Source: an optimization exercise on an open RTL-to-GDS flow (aim: small area, a short achievable clock period and few clock cycles per item). Production flows keep margins and buffers that such runs may drop.
In this exercise RTL edits were held to simulation tests only and were not proved equivalent to the original.
Power figures rest on the tool's default switching activity, not on a simulated workload.

==> flow/design.v (excerpt) <==
module stream_byte_reassembler_core (
	input  logic               clk,
	input  logic               arst_n,
	input  logic               req_valid,
	output logic               req_stall,
	input  logic               kind,
	input  logic [POS_W-1:0]   stream_index,
	input  logic [BYTE_W-1:0]  data_byte,
	input  logic               ends_stream,
	input  logic [SPACE_W-1:0] downstream_space,
	output logic               rsp_valid,
	input  logic               rsp_stall,
	output logic               out_valid,
	output logic [BYTE_W-1:0]  out_byte,
	output logic               last_of_run,
	output logic [SPACE_W-1:0] pending_count,
	output logic               stream_closed
);
	function automatic logic [IW-1:0] pe64(input logic [WINDOW-1:0] x);
		logic [WINDOW-1:0]      v;
		logic [WINDOW*IW-1:0]   ix;
		logic [WINDOW-1:0]      nv;
		logic [WINDOW*IW-1:0]   nix;
		begin
			v  = x;
			ix = '0;
			for (int l = 0; l < IW; l++) begin
				nv  = '0;
				nix = '0;
				for (int i = 0; i < (WINDOW >> (l + 1)); i++) begin
					nv[i] = v[2*i] | v[2*i+1];
					for (int b = 0; b < IW; b++) begin
						if (b < l)
							nix[i*IW+b] = v[2*i] ? ix[(2*i)*IW+b] : ix[(2*i+1)*IW+b];
						else if (b == l)
							nix[i*IW+b] = !v[2*i];
					end
				end
				v  = nv;
				ix = nix;
			end
			pe64 = ix[IW-1:0];
		end
	endfunction
	logic              qv_q;
	logic              qkind_q;
	logic [IW-1:0]     qplo_q;
	logic [SPACE_W-1:0] qd_q;
	logic              qsmall_q;
	logic [BYTE_W-1:0] qbyte_q;
	logic [SPACE_W-1:0] qroom_q;
	logic [POS_W-1:0]  next_q;
	logic [WINDOW-1:0] rel_q;
	logic [BYTE_W-1:0] ring_q [WINDOW];
  ...
clock: 6.0 ns
lec_check: 0
cap_margin: 5
core_margin: 2
core_utilization: 40
cts_buf_list: sky130_fd_sc_hd__clkbuf_4 sky130_fd_sc_hd__clkbuf_8 sky130_fd_sc_hd__clkbuf_16
cts_cluster_diameter: 60
cts_cluster_size: 24
setup_slack_margin: 3.0
slew_margin: 5
run.sh (not shown) runs the stock make flow with config.mk's settings and CLKGATE_MAP_FILE= SYNTH_SCRIPT=/design/flow/synth_recipe.tcl, a recipe that flattens the netlist after the stock synthesis.
Testbench counts at the start, summed over its fixed seeds: cycles 14,740, items 9,629.
Change:
--- a/flow/design.v
+++ b/flow/design.v
@@ -103,23 +103,23 @@
 	assign closed = oc_q;
 	assign in_range = !qkind_q && qsmall_q && !qd_q[IW];
 	assign in_win   = !closed && in_range && (qd_q < qroom_q);
 	assign st0      = in_win && (d6 == '0);
 	assign nm       = in_win && !rel_q[d6];
 	assign room1    = qroom_q - SPACE_W'(1);
 	always_comb begin
 		for (int i = 0; i < WINDOW; i++) begin
 			ddec[i] = (d6 == IW'(i));
 		end
 	end
-	assign setv = ddec & {WINDOW{in_win && !em_q}};
+	assign setv = ddec & {WINDOW{in_win}};
 	assign z0       = !(rel_q[0] || (in_range && (d6 == IW'(0)))) || (qroom_q == '0);
 	assign z1       = !(rel_q[1] || (in_range && (d6 == IW'(1)))) || (qroom_q == SPACE_W'(1));
 	assign nonempty = !closed && !z0;
 	assign last0    = closed || z0 || z1;
 	assign last_e   = (ra_q == SPACE_W'(1)) || !rel_q[1];
 	logic [SPACE_W-1:0] er;
 	logic               er_small;
 	logic [POS_W-SPACE_W-1:0] nh, nh1;
 	assign nh       = next_q[POS_W-1:SPACE_W];
 	assign nh1      = nh + 1'b1;
 	assign er       = end_q[SPACE_W-1:0] - next_q[SPACE_W-1:0];
@@ -183,24 +183,30 @@
 			r1v_q <= r1v_n;
 			r2v_q <= r2v_n;
 			ov_q  <= ov_n;
 			sta_q <= qv_n && (em_n || blk_n);
 			stb_q <= qv_n && r1v_n && r2v_n && ov_n;
 			if (take && ends_stream) begin
 				end_known_q <= 1'b1;
 			end
 			if (adv) begin
 				next_q <= next_q + POS_W'(1);
 			end
-			if (do_proc || do_emit) begin
-				rel_q <= adv ? ((rel_q | setv) >> 1) : (rel_q | setv);
+			if (do_proc) begin
+				if (nonempty) begin
+					rel_q <= (rel_q | setv) >> 1;
+				end else begin
+					rel_q <= rel_q | setv;
+				end
+			end else if (do_emit) begin
+				rel_q <= rel_q >> 1;
 			end
 			if (r2_move && r2f_q) begin
 				op_q <= pa_new;
 				oc_q <= cl_new;
 			end
 		end
 	end
 	always_ff @(posedge clk) begin
 		if (qv_q && !em_q && in_win) ring_q[qplo_q] <= qbyte_q;
 	end
 	always_ff @(posedge clk) begin
After rerunning:
- die area increases slightly
- register-to-register slack gains 0.18 ns
- total power increases by a little under a tenth
- routed wire length increases by a few percent
- first-iteration DRC count decreases by a few percent
Testbench counts after the change, summed over its fixed seeds: cycles 14,740, items 9,629.

========
The RTL this note starts from:
==> flow/design.v <==
package sbr_pkg;
	localparam int WINDOW  = 64;
	localparam int IW      = $clog2(WINDOW);
	localparam int POS_W   = 32;
	localparam int BYTE_W  = 8;
	localparam int SPACE_W = 7;
endpackage
import sbr_pkg::*;
module stream_byte_reassembler_core (
	input  logic               clk,
	input  logic               arst_n,
	input  logic               req_valid,
	output logic               req_stall,
	input  logic               kind,
	input  logic [POS_W-1:0]   stream_index,
	input  logic [BYTE_W-1:0]  data_byte,
	input  logic               ends_stream,
	input  logic [SPACE_W-1:0] downstream_space,
	output logic               rsp_valid,
	input  logic               rsp_stall,
	output logic               out_valid,
	output logic [BYTE_W-1:0]  out_byte,
	output logic               last_of_run,
	output logic [SPACE_W-1:0] pending_count,
	output logic               stream_closed
);
	function automatic logic [IW-1:0] pe64(input logic [WINDOW-1:0] x);
		logic [WINDOW-1:0]      v;
		logic [WINDOW*IW-1:0]   ix;
		logic [WINDOW-1:0]      nv;
		logic [WINDOW*IW-1:0]   nix;
		begin
			v  = x;
			ix = '0;
			for (int l = 0; l < IW; l++) begin
				nv  = '0;
				nix = '0;
				for (int i = 0; i < (WINDOW >> (l + 1)); i++) begin
					nv[i] = v[2*i] | v[2*i+1];
					for (int b = 0; b < IW; b++) begin
						if (b < l)
							nix[i*IW+b] = v[2*i] ? ix[(2*i)*IW+b] : ix[(2*i+1)*IW+b];
						else if (b == l)
							nix[i*IW+b] = !v[2*i];
					end
				end
				v  = nv;
				ix = nix;
			end
			pe64 = ix[IW-1:0];
		end
	endfunction
	logic              qv_q;
	logic              qkind_q;
	logic [IW-1:0]     qplo_q;
	logic [SPACE_W-1:0] qd_q;
	logic              qsmall_q;
	logic [BYTE_W-1:0] qbyte_q;
	logic [SPACE_W-1:0] qroom_q;
	logic [POS_W-1:0]  next_q;
	logic [WINDOW-1:0] rel_q;
	logic [BYTE_W-1:0] ring_q [WINDOW];
	logic [POS_W-1:0]  end_q;
	logic              end_known_q;
	logic              blk_q;       
	logic              em_q;
	logic [SPACE_W-1:0] ra_q;
	logic              r1v_q, r1d_q, r1l_q, r1f_q, r1nm_q, r1s_q, r1pcl_q;
	logic [BYTE_W-1:0] r1b_q;
	logic [IW-1:0]     r1rk_q;
	logic [SPACE_W-1:0] r1er_q;
	logic              r2v_q, r2d_q, r2l_q, r2f_q, r2nm_q, r2s_q, r2pcl_q;
	logic [BYTE_W-1:0] r2b_q;
	logic [IW-1:0]     r2k_q;
	logic [SPACE_W-1:0] r2er_q;
	logic              ov_q;
	logic              od_q;
	logic [BYTE_W-1:0] ob_q;
	logic              ol_q;
	logic [SPACE_W-1:0] op_q;
	logic              oc_q;
	logic              o_free, r2_move, r2_free, r1_move, r1_free;
	logic              do_proc, do_emit, take, adv;
	assign o_free    = !ov_q || !rsp_stall;
	assign r2_move   = r2v_q && o_free;
	assign r2_free   = !r2v_q || o_free;
	assign r1_move   = r1v_q && r2_free;
	assign r1_free   = !r1v_q || r2_free;
	assign do_emit   = em_q && r1_free;
	assign do_proc   = qv_q && !em_q && !blk_q && r1_free;
	assign req_stall = qv_q && (em_q || blk_q || (r1v_q && r2v_q && ov_q && rsp_stall));
	assign take      = req_valid && !req_stall;
	logic [IW-1:0]     h, d6;
	logic              closed, in_range, in_win, st0, nm;
	logic              z0, z1, nonempty, last0, last_e;
	logic [WINDOW-1:0] ddec, setv;
	logic [SPACE_W-1:0] room1;
	logic [BYTE_W-1:0] rd_byte;
	assign h      = next_q[IW-1:0];
	assign d6     = qd_q[IW-1:0];
	assign closed = oc_q;
	assign in_range = !qkind_q && qsmall_q && !qd_q[IW];
	assign in_win   = !closed && in_range && (qd_q < qroom_q);
	assign st0      = in_win && (d6 == '0);
	assign nm       = in_win && !rel_q[d6];
	assign room1    = qroom_q - SPACE_W'(1);
	always_comb begin
		for (int i = 0; i < WINDOW; i++) begin
			ddec[i] = (d6 == IW'(i));
		end
	end
	assign setv = ddec & {WINDOW{in_win}};
	assign z0       = !(rel_q[0] || (in_range && (d6 == IW'(0)))) || (qroom_q == '0);
	assign z1       = !(rel_q[1] || (in_range && (d6 == IW'(1)))) || (qroom_q == SPACE_W'(1));
	assign nonempty = !closed && !z0;
	assign last0    = closed || z0 || z1;
	assign last_e   = (ra_q == SPACE_W'(1)) || !rel_q[1];
	logic [SPACE_W-1:0] er;
	logic               er_small;
	logic [POS_W-SPACE_W-1:0] nh, nh1;
	assign nh       = next_q[POS_W-1:SPACE_W];
	assign nh1      = nh + 1'b1;
	assign er       = end_q[SPACE_W-1:0] - next_q[SPACE_W-1:0];
	assign er_small = (end_q[SPACE_W-1:0] < next_q[SPACE_W-1:0]) ? (end_q[POS_W-1:SPACE_W] == nh1)
	                                                           : (end_q[POS_W-1:SPACE_W] == nh);
	assign rd_byte = ring_q[h];
	assign adv     = (do_proc && nonempty) || do_emit;
	logic [WINDOW-1:0] kdec, kz;
	always_comb begin
		for (int i = 0; i < WINDOW; i++) begin
			kdec[i] = (r1rk_q == IW'(i));
		end
	end
	assign kz = ~rel_q | kdec;
	logic [SPACE_W-1:0] kfull, pa_new;
	logic               cl_new;
	assign kfull  = {1'b0, r2k_q} + SPACE_W'(r2s_q);
	assign pa_new = op_q + SPACE_W'(r2nm_q) - kfull;
	assign cl_new = oc_q || (r2pcl_q && (r2er_q == kfull));
	logic [SPACE_W-1:0]  lo, dn;
	logic                eqa, eqb, sn;
	assign lo  = stream_index[SPACE_W-1:0] - next_q[SPACE_W-1:0];
	assign eqa = (stream_index[POS_W-1:SPACE_W] == nh);
	assign eqb = (stream_index[POS_W-1:SPACE_W] == nh1);
	always_comb begin
		sn = (stream_index[SPACE_W-1:0] >= next_q[SPACE_W-1:0]) ? eqa : eqb;
		dn = lo;
		if (adv) begin
			dn = lo - SPACE_W'(1);
			sn = (sn && (lo != '0)) || (eqb && (lo == '0));
		end
	end
	always_ff @(posedge clk or negedge arst_n) begin
		if (!arst_n) begin
			qv_q        <= 1'b0;
			next_q      <= '0;
			rel_q       <= '0;
			end_known_q <= 1'b0;
			blk_q       <= 1'b0;
			em_q        <= 1'b0;
			r1v_q       <= 1'b0;
			r2v_q       <= 1'b0;
			ov_q        <= 1'b0;
			op_q        <= '0;
			oc_q        <= 1'b0;
		end else begin
			if (take) begin
				qv_q <= 1'b1;
				if (ends_stream) end_known_q <= 1'b1;
			end else if (do_proc) begin
				qv_q <= 1'b0;
			end
			if (adv) begin
				next_q <= next_q + POS_W'(1);
			end
			if (do_proc) begin
				blk_q <= !closed && end_known_q && er_small;
			end else if (r2_move && r2f_q && r2pcl_q) begin
				blk_q <= 1'b0;
			end
			if (do_proc) begin
				em_q <= !last0;
				if (nonempty) begin
					rel_q <= (rel_q | setv) >> 1;
				end else begin
					rel_q <= rel_q | setv;
				end
				r1v_q <= 1'b1;
			end else if (do_emit) begin
				em_q  <= !last_e;
				rel_q <= rel_q >> 1;
				r1v_q <= 1'b1;
			end else if (r1_move) begin
				r1v_q <= 1'b0;
			end
			if (r1_move) begin
				r2v_q <= 1'b1;
			end else if (r2_move) begin
				r2v_q <= 1'b0;
			end
			if (r2_move) begin
				ov_q <= 1'b1;
				if (r2f_q) begin
					op_q <= pa_new;
					oc_q <= cl_new;
				end
			end else if (!rsp_stall) begin
				ov_q <= 1'b0;
			end
		end
	end
	always_ff @(posedge clk) begin
		if (qv_q && !em_q && in_win) ring_q[qplo_q] <= qbyte_q;
	end
	always_ff @(posedge clk) begin
		if (take) begin
			qkind_q  <= kind;
			qplo_q   <= stream_index[IW-1:0];
			qd_q     <= dn;
			qsmall_q <= sn;
			qbyte_q  <= data_byte;
			qroom_q  <= (downstream_space > SPACE_W'(WINDOW)) ? SPACE_W'(WINDOW) : downstream_space;
			if (ends_stream) end_q <= stream_index + POS_W'(!kind);
		end else if (adv) begin
			qd_q <= qd_q - SPACE_W'(1);
			if (qd_q == '0) qsmall_q <= 1'b0;
		end
		if (do_proc) begin
			ra_q    <= room1;
			r1d_q   <= nonempty;
			r1b_q   <= !nonempty ? '0 : st0 ? qbyte_q : rd_byte;
			r1l_q   <= last0;
			r1f_q   <= 1'b1;
			r1nm_q  <= nm;
			r1s_q   <= nonempty;
			r1pcl_q <= !closed && end_known_q && er_small;
			r1er_q  <= er;
			r1rk_q  <= room1[IW-1:0];
		end else if (do_emit) begin
			ra_q    <= ra_q - SPACE_W'(1);
			r1d_q   <= 1'b1;
			r1b_q   <= rd_byte;
			r1l_q   <= last_e;
			r1f_q   <= 1'b0;
		end
		if (r1_move) begin
			r2d_q   <= r1d_q;
			r2b_q   <= r1b_q;
			r2l_q   <= r1l_q;
			r2f_q   <= r1f_q;
			r2nm_q  <= r1nm_q;
			r2s_q   <= r1s_q;
			r2pcl_q <= r1pcl_q;
			r2er_q  <= r1er_q;
			r2k_q   <= r1s_q ? pe64(kz) : '0;
		end
		if (r2_move) begin
			od_q <= r2d_q;
			ob_q <= r2b_q;
			ol_q <= r2l_q;
		end
	end
	assign rsp_valid     = ov_q;
	assign out_valid     = od_q;
	assign out_byte      = ob_q;
	assign last_of_run   = ol_q;
	assign pending_count = op_q;
	assign stream_closed = oc_q;
endmodule
clock: 6.0 ns
lec_check: 0
cap_margin: 20
core_margin: 2
core_utilization: 40
cts_buf_list: sky130_fd_sc_hd__clkbuf_4 sky130_fd_sc_hd__clkbuf_8
setup_slack_margin: 3.3
slew_margin: 20
Testbench counts at the start, summed over its fixed seeds: cycles 14,740, items 9,629.
Change:
--- a/flow/design.v
+++ b/flow/design.v
@@ -89,6 +89,8 @@
 	assign do_emit   = em_q && r1_free;
 	assign do_proc   = qv_q && !em_q && !blk_q && r1_free;
-	assign req_stall = qv_q && (em_q || blk_q || (r1v_q && r2v_q && ov_q && rsp_stall));
 	assign take      = req_valid && !req_stall;
+	logic              sta_q, stb_q;
+	logic              qv_n, em_n, blk_n, r1v_n, r2v_n, ov_n;
+	assign req_stall = sta_q || (stb_q && rsp_stall);
 	logic [IW-1:0]     h, d6;
 	logic              closed, in_range, in_win, st0, nm;
@@ -151,4 +153,13 @@
 		end
 	end
+	always_comb begin
+		qv_n  = take ? 1'b1 : do_proc ? 1'b0 : qv_q;
+		em_n  = do_proc ? !last0 : do_emit ? !last_e : em_q;
+		blk_n = do_proc ? (!closed && end_known_q && er_small)
+		                : (r2_move && r2f_q && r2pcl_q) ? 1'b0 : blk_q;
+		r1v_n = (do_proc || do_emit) ? 1'b1 : r1_move ? 1'b0 : r1v_q;
+		r2v_n = r1_move ? 1'b1 : r2_move ? 1'b0 : r2v_q;
+		ov_n  = r2_move ? 1'b1 : !rsp_stall ? 1'b0 : ov_q;
+	end
 	always_ff @(posedge clk or negedge arst_n) begin
 		if (!arst_n) begin
@@ -162,12 +173,19 @@
 			r2v_q       <= 1'b0;
 			ov_q        <= 1'b0;
+			sta_q       <= 1'b0;
+			stb_q       <= 1'b0;
 			op_q        <= '0;
 			oc_q        <= 1'b0;
 		end else begin
-			if (take) begin
-				qv_q <= 1'b1;
-				if (ends_stream) end_known_q <= 1'b1;
-			end else if (do_proc) begin
-				qv_q <= 1'b0;
+			qv_q  <= qv_n;
+			em_q  <= em_n;
+			blk_q <= blk_n;
+			r1v_q <= r1v_n;
+			r2v_q <= r2v_n;
+			ov_q  <= ov_n;
+			sta_q <= qv_n && (em_n || blk_n);
+			stb_q <= qv_n && r1v_n && r2v_n && ov_n;
+			if (take && ends_stream) begin
+				end_known_q <= 1'b1;
 			end
 			if (adv) begin
@@ -175,10 +193,4 @@
 			end
 			if (do_proc) begin
-				blk_q <= !closed && end_known_q && er_small;
-			end else if (r2_move && r2f_q && r2pcl_q) begin
-				blk_q <= 1'b0;
-			end
-			if (do_proc) begin
-				em_q <= !last0;
 				if (nonempty) begin
 					rel_q <= (rel_q | setv) >> 1;
@@ -186,25 +198,10 @@
 					rel_q <= rel_q | setv;
 				end
-				r1v_q <= 1'b1;
 			end else if (do_emit) begin
-				em_q  <= !last_e;
 				rel_q <= rel_q >> 1;
-				r1v_q <= 1'b1;
-			end else if (r1_move) begin
-				r1v_q <= 1'b0;
-			end
-			if (r1_move) begin
-				r2v_q <= 1'b1;
-			end else if (r2_move) begin
-				r2v_q <= 1'b0;
-			end
-			if (r2_move) begin
-				ov_q <= 1'b1;
-				if (r2f_q) begin
-					op_q <= pa_new;
-					oc_q <= cl_new;
-				end
-			end else if (!rsp_stall) begin
-				ov_q <= 1'b0;
+			end
+			if (r2_move && r2f_q) begin
+				op_q <= pa_new;
+				oc_q <= cl_new;
 			end
 		end
The changed run finished clean.
Synthesized area went down by 0.33%.
Clock-buffer cell count goes up by 25.
Power rises by 6.1%.
Design area is higher by 1.6%.
Worst setup slack improves by 220 ps.
Register-to-register slack gains 70 ps.
Sequential power came out higher by about 1%.
Wire length rose by 2.5%.
Testbench counts after the change, summed over its fixed seeds: cycles 14,740, items 9,629.

## port drivers added, routing unchanged
The results above use ideal ports. As a check the final layouts listed here were re-extracted and re-timed, cells and wires unchanged.
Step 1 assumes that a clkbuf_16 drives the clock port and a buf_2 every other input.
Step 2 times the ports against the registers' clock, not the clock port: input delays grow and output delays shrink by t, the midpoint of the rising clock arrivals with the driver on.
Three values: no drivers, after step 1, after step 2; two values: the first two.
| run | t, ns | setup WS [ns] | clock arrival spread, ns |
|---|---|---|---|
| the first run of note 1 | 0.685 | 2.836 / 2.836 / 2.367 | 0.033 / 0.033 |
| the second run of note 1 | 0.741 | 3.015 / 2.973 / 2.380 | 0.078 / 0.078 |
| the first run of note 2 | 0.832 | 2.821 / 2.745 / 2.474 | 0.060 / 0.060 |
| the second run of note 2 | 0.843 | 3.042 / 3.042 / 2.429 | 0.053 / 0.053 |
After both steps setup and hold are still met in every run listed. The setup slack of the second run of note 1, which loses most, moves by -0.042 ns with the drivers and by -0.635 ns with both steps.
